This is an optimization exercise on Yosys and OpenROAD, whose aim is small area and few clock cycles, not a production implementation.
RTL that was checked went through simulation tests only; none was proved equivalent to the original.
Power and IR drop assume default switching activity.

yarrow:
==> flow/design.v (excerpt) <==
module multi_color_centroid_tracker #(
  parameter int NUM_COLORS = 2,
  parameter int DATA_W     = 12,
  parameter int COORD_W    = 16,
  parameter int CNT_W      = 24,
  parameter int SUM_W      = 40,
  parameter int MIN_PIXELS = 64,
  localparam int SEL_W     = (NUM_COLORS > 1) ? $clog2(NUM_COLORS) : 1,
  localparam int C_W       = DATA_W / 3
) (
  input  logic                          iCLK,
  input  logic                          iRST,
  input  logic                          iEN,
  input  logic                          iFVAL,
  input  logic                          iDATA_VAL,
  input  logic [DATA_W-1:0]             iDATA,
  input  logic [COORD_W-1:0]            iX_Cont,
  input  logic [COORD_W-1:0]            iY_Cont,
  input  logic                          iCFG_WE,
  input  logic [SEL_W-1:0]              iCFG_SEL,
  input  logic [DATA_W-1:0]             iCFG_MEAN,
  input  logic [C_W-1:0]                iCFG_THRESH,
  output logic [NUM_COLORS-1:0]         oOBJ_VAL,
  output logic [NUM_COLORS*COORD_W-1:0] oX_POS,
  output logic [NUM_COLORS*COORD_W-1:0] oY_POS,
  output logic                          oDONE,
  output logic                          oBUSY,
  output logic                          oOVERRUN
);
For scale: ~2300 cells after synthesis, about 500 flip-flops, about 140 I/O pins, roughly 24000 µm² of cells after synthesis.
clock: 8.0 ns
lec_check: 0
cap_margin: 20
core_margin: 2
core_utilization: 40
slew_margin: 20
standard.sh (not shown) runs the stock make flow with config.mk's settings and CLKGATE_MAP_FILE= SYNTH_SCRIPT=/design/flow/synth_recipe.tcl, a recipe that flattens the netlist after the stock synthesis.
==> flow/flow/run.sh <==
#!/bin/bash
# Standard layout with smaller port buffers and a leaner clock tree (no dummy loads).
set -euo pipefail
export BUFFER_PORTS_ARGS="-buffer_cell sky130_fd_sc_hd__buf_1"
export CTS_ARGS="-sink_clustering_enable -repair_clock_nets -dont_use_dummy_load -sink_clustering_size 30 -sink_clustering_max_diameter 80"
bash standard.sh > standard.log 2>&1
Status yarrow: flow complete, layout not clean - setup timing
For willow, these inputs were changed with respect to yarrow:
==> flow/run.sh (new file) <==
#!/bin/bash
# synth_recipe.tcl (not shown) runs the flow's synth.tcl, then flattens the netlist and writes it again
# the make line also repeats each setting of config.mk as NAME=value (left out here)
make -C /OpenROAD-flow-scripts/flow DESIGN_CONFIG=/design/flow/config.mk WORK_HOME=/design/flow/orfs CLKGATE_MAP_FILE= SYNTH_SCRIPT=/design/flow/synth_recipe.tcl finish
removed: flow/flow/run.sh
removed: flow/standard.sh
==> comparison <==
Global-route usage (higher): willow. Post-CTS setup-driven buffer insertion count came out higher on willow than on yarrow. Final checks on willow, whose flow otherwise completed, came back failing, citing setup timing. Total CTS buffers (willow vs. yarrow) increases by more than half. Looking at fraction of power consumed by the clock network, willow sits 11 points above yarrow. When the final numbers for yarrow and willow were put side by side, the wire length per cell after detailed routing turned out to be smaller in yarrow. Of yarrow and willow, the higher area growth from synthesis to layout belongs to willow. The final setup slack of the worst path in willow was higher than what yarrow gave. Relative to yarrow, the detailed placer's ending HPWL of willow is higher by 650 µm. Lower proportion of power drawn by combinational gates was reported by willow, not yarrow.
No run of this note included a check of the RTL's function; only the layout flow was run.


## run A
Another version of the RTL of multi_color_centroid_tracker (not shown whole).
For scale: ~500 flip-flops, roughly 140 I/O pins, ~26000 µm² of cells after synthesis.
export LEC_CHECK = 0
export CAP_MARGIN = 20
export CORE_MARGIN = 2
export CORE_UTILIZATION = 40
export SLEW_MARGIN = 20
create_clock -name core_clock -period 8.0 [get_ports {iCLK}]
==> flow/flow/run.sh <==
#!/bin/bash
# Standard layout with smaller port buffers and a leaner clock tree (no dummy loads).
set -euo pipefail
export BUFFER_PORTS_ARGS="-buffer_cell sky130_fd_sc_hd__buf_1"
export CTS_ARGS="-sink_clustering_enable -repair_clock_nets -dont_use_dummy_load -sink_clustering_size 30 -sink_clustering_max_diameter 120"
bash standard.sh > standard.log 2>&1
Run A completed; timing, DRC and antenna clean
Testbench counts of run A, summed over its fixed seeds: cycles 126,318.
## Diff of input files: run B against run A
==> flow/flow/run.sh <==
#!/bin/bash
# Standard layout with smaller port buffers and a leaner clock tree (no dummy loads).
set -euo pipefail
export BUFFER_PORTS_ARGS="-buffer_cell sky130_fd_sc_hd__buf_1"
export CTS_ARGS="-sink_clustering_enable -repair_clock_nets -dont_use_dummy_load -sink_clustering_size 36 -sink_clustering_max_diameter 70"
bash standard.sh > standard.log 2>&1
## What came out
Compared with run A, in run B met2 track utilization from global routing went up by 0.22 points; global-route usage went up by 0.17 points; first-iteration DRC count was more or less identical.
Changes in run C relative to run B:
==> flow/run.sh (new file) <==
#!/bin/bash
# synth_recipe.tcl (not shown) runs the flow's synth.tcl, then flattens the netlist and writes it again
# the make line also repeats each setting of config.mk as NAME=value (left out here)
make -C /OpenROAD-flow-scripts/flow DESIGN_CONFIG=/design/flow/config.mk WORK_HOME=/design/flow/orfs CLKGATE_MAP_FILE= SYNTH_SCRIPT=/design/flow/synth_recipe.tcl finish
removed: flow/flow/run.sh
removed: flow/standard.sh
==> summary.txt <==
Number of multi-input combinational cells in the layout: run C vs run B identical
Compared run C vs run B, and utilization is up in run C.
Met3 global-route usage (higher): run C
Total power: run C above run B
Global-route wire length before repair ends up lower on run B.
Count of filler cells inserted in the layout for run C is lower than for run B.
For the post-layout net count, run C came in 28 higher than run B did.
Run C: all stages complete, timing, DRC and antenna checks passed
Compared with run B, run C shows a higher proportion of power drawn by the clock network.
Of run C and run B, it is run C that has the lower highest clock rate.
Modified inputs, run D compared to run C
==> flow/flow/run.sh (new file) <==
#!/bin/bash
# Standard layout with smaller port buffers and a leaner clock tree (no dummy loads).
set -euo pipefail
export BUFFER_PORTS_ARGS="-buffer_cell sky130_fd_sc_hd__buf_1"
export CTS_ARGS="-sink_clustering_enable -repair_clock_nets -dont_use_dummy_load -sink_clustering_size 24 -sink_clustering_max_diameter 80"
bash standard.sh > standard.log 2>&1
==> flow/standard.sh (new file) <==
#!/bin/bash
# synth_recipe.tcl (not shown) runs the flow's synth.tcl, then flattens the netlist and writes it again
# the make line also repeats each setting of config.mk as NAME=value (left out here)
make -C /OpenROAD-flow-scripts/flow DESIGN_CONFIG=/design/flow/config.mk WORK_HOME=/design/flow/orfs CLKGATE_MAP_FILE= SYNTH_SCRIPT=/design/flow/synth_recipe.tcl "${@:-finish}"
removed: flow/run.sh
==> comparison <==
Side by side, final worst-path cycle share turned out lower in run D than in run C. Between run D and run C, the difference in cell count after placement is negligible. Run D finished end to end and its layout was clean on timing, DRC and antenna. Run D ended up with a lower number of CTS-inserted buffers than run C did. Run C and run D ended up with roughly the same power of the combinational group. NOTE net count reported at finish run C->run D decreased slightly. Compared with run C, in run D total power lost about 14%, cell area power density lost about 8%, total net switching power lost about 9%, global placement routability congestion lost 0.015.


multi_color_centroid_tracker, a different RTL version from the one above (not shown whole).
For scale: roughly 3,000 cells after synthesis, roughly 140 I/O pins, ~27,000 um^2 of cells after synthesis.
clock: 8.0 ns
lec_check: 0
cap_margin: 20
core_margin: 2
core_utilization: 40
slew_margin: 20
run.sh (not shown) runs the stock make flow with config.mk's settings and CLKGATE_MAP_FILE= SYNTH_SCRIPT=/design/flow/synth_recipe.tcl, a recipe that flattens the netlist after the stock synthesis.
Stock flow here: none of the scripts above is used.
The baseline ran to the end with no violations.
Testbench counts at the start, summed over its fixed seeds: cycles 126,318.
Change:
CTS_BUF_LIST = sky130_fd_sc_hd__clkbuf_8   (was not set)
CTS_CLUSTER_SIZE = 20   (was not set)
After rerunning:
- hold slack degrades by 0.0049 ns
- non-clock buffer count is unchanged
- maximum frequency grows by 0.80%
- first-iteration DRC count grows by 8.9%
- via count grows by 0.85%
- critical path depth stays the same
- power shrinks by 1.2%
- count of clock-buffer cells in the layout grows by 35
- cell count grows by 1.4%
- sequential power is about the same


Another version of the RTL of multi_color_centroid_tracker (not shown whole).
Size: roughly 2300 cells after synthesis, ~500 flip-flops, roughly 140 I/O pins, ~24000 um^2 of cells after synthesis.
## multi_color_centroid_tracker
module multi_color_centroid_tracker #(
  parameter int NUM_COLORS = 2,
  parameter int DATA_W     = 12,
  parameter int COORD_W    = 16,
  parameter int CNT_W      = 24,
  parameter int SUM_W      = 40,
  parameter int MIN_PIXELS = 64,
  localparam int SEL_W     = (NUM_COLORS > 1) ? $clog2(NUM_COLORS) : 1,
  localparam int C_W       = DATA_W / 3
) (
  input  logic                          iCLK,
  input  logic                          iRST,
  input  logic                          iEN,
  input  logic                          iFVAL,
  input  logic                          iDATA_VAL,
  input  logic [DATA_W-1:0]             iDATA,
  input  logic [COORD_W-1:0]            iX_Cont,
  input  logic [COORD_W-1:0]            iY_Cont,
  input  logic                          iCFG_WE,
  input  logic [SEL_W-1:0]              iCFG_SEL,
  input  logic [DATA_W-1:0]             iCFG_MEAN,
  input  logic [C_W-1:0]                iCFG_THRESH,
  output logic [NUM_COLORS-1:0]         oOBJ_VAL,
  output logic [NUM_COLORS*COORD_W-1:0] oX_POS,
  output logic [NUM_COLORS*COORD_W-1:0] oY_POS,
  output logic                          oDONE,
  output logic                          oBUSY,
  output logic                          oOVERRUN
);
Settings: LEC_CHECK=0, CAP_MARGIN=20, CORE_MARGIN=2, CORE_UTILIZATION=40, SLEW_MARGIN=20; clock period 8.0 ns.
standard.sh (not shown) runs the stock make flow with config.mk's settings and CLKGATE_MAP_FILE= SYNTH_SCRIPT=/design/flow/synth_recipe.tcl, a recipe that flattens the netlist after the stock synthesis.
==> flow/flow/run.sh <==
#!/bin/bash
# Standard layout with smaller port buffers and a leaner clock tree (no dummy loads).
set -euo pipefail
export BUFFER_PORTS_ARGS="-buffer_cell sky130_fd_sc_hd__buf_1"
export CTS_ARGS="-sink_clustering_enable -repair_clock_nets -dont_use_dummy_load -sink_clustering_size 16 -sink_clustering_max_diameter 60 -buf_list \"sky130_fd_sc_hd__clkbuf_8 sky130_fd_sc_hd__clkbuf_16\" -sink_clustering_buffer sky130_fd_sc_hd__clkbuf_8"
bash standard.sh > standard.log 2>&1
The starting point passed the timing, DRC and antenna checks.
Testbench counts at the start, summed over its fixed seeds: cycles 126,318.
Next try:
CORE_UTILIZATION = 55   (was 40)
After rerunning: Clock-buffer cell count increases by 1. Final area drops slightly. Clock power is about the same. Global-route usage goes up by 5.4 points. Setup slack improved by 54 ps. Wire length came out lower by a few percent. Sequential share of layout area is higher by 0.37 points. Utilization rose by 16 points. Worst hold slack gains 13 ps.
Next try:
--- a/flow/flow/run.sh
+++ b/flow/flow/run.sh
@@ -1,4 +1,5 @@
 #!/bin/bash
-# Standard layout with smaller port buffers and a leaner clock tree (no dummy loads).
+# Standard layout with buf_1 port buffers and a clock tree of clkbuf_8 leaf buffers
+# (clusters of at most 16 sinks within 60 um) and no dummy loads.
 set -euo pipefail
 export BUFFER_PORTS_ARGS="-buffer_cell sky130_fd_sc_hd__buf_1"
CORE_UTILIZATION = 40   (was 55)
=> Worst setup slack is worse by 54 ps; via count goes up slightly; power hardly moves; clock skew increases by 28 ps; register-to-register slack hardly moves; global-route usage is lower by 5.4 points; final cell count went up by a few percent.
Next try:
--- a/flow/flow/run.sh
+++ b/flow/flow/run.sh
@@ -1,5 +1,4 @@
 #!/bin/bash
-# Standard layout with buf_1 port buffers and a clock tree of clkbuf_8 leaf buffers
-# (clusters of at most 16 sinks within 60 um) and no dummy loads.
+# Standard layout with smaller port buffers and a leaner clock tree (no dummy loads).
 set -euo pipefail
 export BUFFER_PORTS_ARGS="-buffer_cell sky130_fd_sc_hd__buf_1"
GPL_TIMING_DRIVEN = 0   (was default)
The new run finished with timing, DRC and antenna clean.
Wire length rises by about 13%.
Via count rises by about 3.4%.
Non-clock buffer count rises by 83.
Area after synthesis stays the same.
Critical path depth rises by 1.
Design area rises by 1.2%.
Global-route usage rises by 2.3 points.
First-iteration DRC count rises by about 33%.
Next try:
==> flow/flow/run.sh (replaced) <==
#!/bin/bash
# Standard layout with smaller port buffers and a leaner clock tree (no dummy loads).
set -euo pipefail
export BUFFER_PORTS_ARGS="-buffer_cell sky130_fd_sc_hd__buf_1"
export CTS_ARGS="-sink_clustering_enable -repair_clock_nets -dont_use_dummy_load -sink_clustering_size 30 -sink_clustering_max_diameter 80"
bash standard.sh > standard.log 2>&1
GPL_TIMING_DRIVEN = default   (was 0)
Utilization came out lower by 0.41 points.
Area after synthesis stays the same.
Total power hardly moves.
Clock-buffer cell count came out lower by 13.
Worst setup slack improved by 230 ps.
Final cell count came out lower by about 3%.
Sequential power is about the same.
Routed wire length came out lower by 13%.
Via count came out lower by about 4%.
Die area stays the same.

## port drivers added, routing unchanged
The results above use ideal ports. As a check the final layouts listed here were re-extracted and re-timed, cells and wires unchanged. Step 1 sets driving cells, clkbuf_16 on the clock port and buf_2 on the other inputs (assumed; they add their load-dependent delay and slew). Step 2 moves the port delays by t, midway between the first and last clock arrival at a register: inputs arrive t later, outputs are due t later. That takes back most of the time a late clock gives input paths. Slacks: ideal / step 1 / step 2; pairs: ideal / step 1.
| run | shift t [ns] | slack for setup (ns) | worst hold slack (ns) | worst register clock-pin slew, ns |
|---|---|---|---|---|
| yarrow | 0.633 | -1.644 / -1.636 / -2.270 | 0.424 / 0.424 / 0.424 | 0.11 / 0.11 |
| willow | 0.655 | -1.598 / -1.573 / -2.227 | 0.395 / 0.395 / 0.395 | 0.06 / 0.06 |
| run A | 0.625 | 0.715 / 0.732 / 0.108 | 0.429 / 0.429 / 0.429 | 0.12 / 0.12 |
| run B | 0.604 | 0.671 / 0.686 / 0.082 | 0.423 / 0.423 / 0.423 | 0.10 / 0.10 |
| run C | 0.659 | 0.527 / 0.567 / -0.092 | 0.404 / 0.404 / 0.404 | 0.06 / 0.06 |
| run D | 0.649 | 0.726 / 0.743 / 0.094 | 0.405 / 0.405 / 0.405 | 0.10 / 0.10 |
| the first run of note 3 | 0.672 | 0.435 / 0.475 / -0.197 | 0.419 / 0.419 / 0.419 | 0.07 / 0.07 |
| the second run of note 3 | 0.730 | 0.495 / 0.531 / -0.198 | 0.414 / 0.414 / 0.414 | 0.06 / 0.06 |
| the first run of note 4 | 0.590 | 0.400 / 0.439 / -0.150 | 0.403 / 0.403 / 0.403 | 0.11 / 0.11 |
| the second run of note 4 | 0.597 | 0.454 / 0.496 / -0.101 | 0.416 / 0.416 / 0.416 | 0.11 / 0.11 |
| the third run of note 4 | 0.590 | 0.400 / 0.439 / -0.150 | 0.403 / 0.403 / 0.403 | 0.11 / 0.11 |
| the fourth run of note 4 | 0.591 | 0.237 / 0.277 / -0.315 | 0.385 / 0.385 / 0.385 | 0.10 / 0.10 |
| the fifth run of note 4 | 0.619 | 0.462 / 0.501 / -0.118 | 0.422 / 0.422 / 0.422 | 0.12 / 0.12 |
With both steps, setup timing fails in 8 of these runs, where it was met with ideal ports. For the second run of note 3, which loses most, drivers alone change the setup slack by +0.036 ns; drivers and shift together by -0.693 ns.
